Context: an optimization exercise on an open-source flow, tuned for small area and a short achievable clock period. The choices shown serve that exercise and are no tape-out recipe.
In this exercise RTL edits were held to simulation tests only and were not proved equivalent to the original.
Power figures rest on the tool's default switching activity, not on a simulated workload.

== main ==
==> flow/design.v (excerpt) <==
module mul_ci_pipe #(
    parameter int WIDTH = 32,
    parameter int PIPE  = 3
) (
    input  logic             clock,
    input  logic             aclr,
    input  logic             clken,
    input  logic             start,
    input  logic [2:0]       n,
    input  logic [WIDTH-1:0] dataa,
    input  logic [WIDTH-1:0] datab,
    output logic [WIDTH-1:0] result,
    output logic             done,
    output logic             busy
);
Size: roughly 3600 cells after synthesis, roughly 490 flip-flops.
export LEC_CHECK = 0
export CAP_MARGIN = 20
export CORE_MARGIN = 2
export CORE_UTILIZATION = 40
export CTS_CLUSTER_DIAMETER = 150
export CTS_CLUSTER_SIZE = 20
export PLACE_DENSITY = 0.6
export SLEW_MARGIN = 20
export SYNTH_HIERARCHICAL = 1
export SYNTH_MINIMUM_KEEP_SIZE = 0
create_clock -name core_clock -period 10.0 [get_ports {clock}]
standard.sh (not shown) runs the stock make flow with config.mk's settings and CLKGATE_MAP_FILE= SYNTH_SCRIPT=/design/flow/synth_recipe.tcl, a recipe that flattens the netlist after the stock synthesis.
==> flow/flow/run.sh <==
#!/bin/bash
# The standard layout, with repair_timing aiming for more setup slack than the clock needs,
# so that the resizer works on the paths that set the achieved period. Everything else
# (synthesis, constraints, clock period, floorplan, power grid) is the standard flow.
set -euo pipefail
bash standard.sh SETUP_SLACK_MARGIN=6.5 finish > make_finish.log 2>&1
Both conditions hold for main: the flow ran to the end and the final layout passed the timing, DRC and antenna checks.
Input changes introduced in the feature branch (baseline for comparison: main):
--- a/flow/design.v
+++ b/flow/design.v
@@ -55,25 +55,24 @@
         end
     end
     logic busy_q;
     always_ff @(posedge clock) begin
         if (aclr) busy_q <= 1'b0;
         else if (clken) busy_q <= start | v1_q | v2_q;
     end
     assign busy = busy_q;
-    logic sel_lo_q, sel_hi_q, sel_ah_q, is_mac_q, is_clr_q, sel_pl_q;
+    logic sel_lo_q, sel_hi_q, sel_ah_q, is_mac_q, is_clr_q;
     always_ff @(posedge clock) begin
         if (clken) begin
             sel_lo_q <= (op2_q == 3'd0) || (op2_q == 3'd4) || (op2_q == 3'd5);
             sel_hi_q <= (op2_q == 3'd1) || (op2_q == 3'd2) || (op2_q == 3'd3);
             sel_ah_q <= (op2_q == 3'd6);
             is_mac_q <= (op2_q == 3'd4);
             is_clr_q <= (op2_q == 3'd5);
-            sel_pl_q <= (op2_q == 3'd0) || (op2_q == 3'd5);
         end
     end
     logic w1;
     logic w2;
     logic w3;
     logic w4;
     logic w5;
     logic w6;
@@ -3301,48 +3300,44 @@
             ph1_57 <= s1_57_0;
             ph1_59 <= w1532;
             ph1_61 <= w1534;
             ph1_63 <= s1_63_1;
         end
     end
     logic [31:0] ph0, ph1, phi, hsum;
     logic [32:0] lsum;
-    logic [31:0] acc_lo_q, acc_hi_q, pend_q;
+    logic [31:0] acc_lo_q;
+    logic [31:0] acc_hi_q, pend_q;
     logic        pend_c_q;
     logic [31:0] result_q, result_d;
     logic        done_q;
     assign ph0  = {ph0_63, ph0_62, ph0_61, ph0_60, ph0_59, ph0_58, ph0_57, ph0_56, ph0_55, ph0_54, ph0_53, ph0_52, ph0_51, ph0_50, ph0_49, ph0_48, ph0_47, ph0_46, ph0_45, ph0_44, ph0_43, ph0_42, ph0_41, ph0_40, ph0_39, ph0_38, ph0_37, ph0_36, ph0_35, ph0_34, ph0_33, ph0_32};
     assign ph1  = {ph1_63, 1'b0, ph1_61, 1'b0, ph1_59, 1'b0, ph1_57, 1'b0, ph1_55, 1'b0, ph1_53, 1'b0, ph1_51, ph1_50, ph1_49, ph1_48, ph1_47, ph1_46, ph1_45, ph1_44, ph1_43, ph1_42, ph1_41, ph1_40, ph1_39, ph1_38, ph1_37, ph1_36, ph1_35, ph1_34, ph1_33, ph1_32};
     assign phi  = ph0 + ph1 + {31'd0, pcy_q};
-    assign lsum = {1'b0, acc_lo_q} + {1'b0, plo_q};
+    assign lsum = {1'b0, acc_lo_q & {32{is_mac_q}}} + {1'b0, plo_q};
     assign hsum = acc_hi_q + pend_q + {31'd0, pend_c_q};
-    logic s_mac, s_pl, s_hi, s_ah;
-    assign s_mac = is_mac_q & ~aclr;
-    assign s_pl  = sel_pl_q & ~aclr;
-    assign s_hi  = sel_hi_q & ~aclr;
-    assign s_ah  = sel_ah_q & ~aclr;
-    assign result_d = ({32{s_mac}} & lsum[31:0]) | ({32{s_pl}} & plo_q) |
-                      ({32{s_hi}} & phi) | ({32{s_ah}} & hsum);
+    assign result_d = ({32{sel_lo_q}} & lsum[31:0]) | ({32{sel_hi_q}} & phi) |
+                      ({32{sel_ah_q}} & hsum);
     logic upd_res, upd_acc;
     assign upd_res = aclr | (clken & v3_q);
     assign upd_acc = aclr | (clken & v3_q & (is_mac_q | is_clr_q));
     always_ff @(posedge clock) begin
         if (aclr) done_q <= 1'b0;
         else if (clken) done_q <= v3_q;
     end
     always_ff @(posedge clock) begin
-        if (upd_res) result_q <= result_d;
+        if (upd_res) result_q <= result_d & {32{~aclr}};
     end
     always_ff @(posedge clock) begin
         if (upd_acc) begin
-            acc_lo_q <= (is_mac_q ? lsum[31:0] : plo_q) & {32{~aclr}};
-            acc_hi_q <= hsum & {32{s_mac}};
+            acc_lo_q <= lsum[31:0] & {32{~aclr}};
+            acc_hi_q <= hsum & {32{is_mac_q & ~aclr}};
             pend_q   <= phi & {32{~aclr}};
-            pend_c_q <= lsum[32] & s_mac;
+            pend_c_q <= lsum[32] & ~aclr;
         end
     end
     assign done   = done_q;
     assign result = result_q;
 endmodule
 module csa_fa (
     input  logic a,
     input  logic b,
- The feature branch finished end to end and its layout was clean on timing, DRC and antenna.
- Compared with main, the feature branch shows overall die area higher by 420 um^2.
- Comparing overall fraction of global-route tracks in use for the feature branch and main, the smaller number came from main.
- Die boundary width delta (the feature branch -> main): insignificant
- Area after synthesis delta for the feature branch relative to main: about 0.4% higher
- main -> the feature branch: final total power decreased slightly
- There was hardly any difference in instance area after placement between the feature branch and main.
- Fmax: main vs the feature branch, no meaningful difference
- Between main and the feature branch, the final clock period utilization by the worst path figures differ only marginally.
- The final reports for the feature branch and main show number of distinct standard cells referenced by the synthesized netlist higher in the former.
- Compared with main, the feature branch shows a higher detailed-route via count.
- Looking at the feature branch and main, the final critical-path required period is a wash.

[what the ideal ports hide]
The flow's constraints put no driver on any port. The routed layouts listed below were extracted and timed again, unchanged, in two steps. Step 1 assumes that a clkbuf_16 drives the clock port and a buf_2 every other input. Step 2, shift: input delay + t, output delay - t, t = (earliest + latest rising clock arrival at the registers) / 2. This alone moves slack from input paths to output paths. Three values: ideal, step 1, step 2; two values: the first two.
run | t, ns | setup slack, ns | hold WS [ns] | worst setup path at the end
main | 0.714 | 6.529 / 6.460 / 5.855 | 0.426 / 0.426 / 0.426 | input to register
the feature branch | 0.718 | 6.528 / 6.485 / 6.010 | 0.425 / 0.425 / 0.425 | input to register
After both steps setup and hold are still met in every run listed. The setup slack of main, which loses most, moves by -0.069 ns with the drivers and by -0.674 ns with both steps.
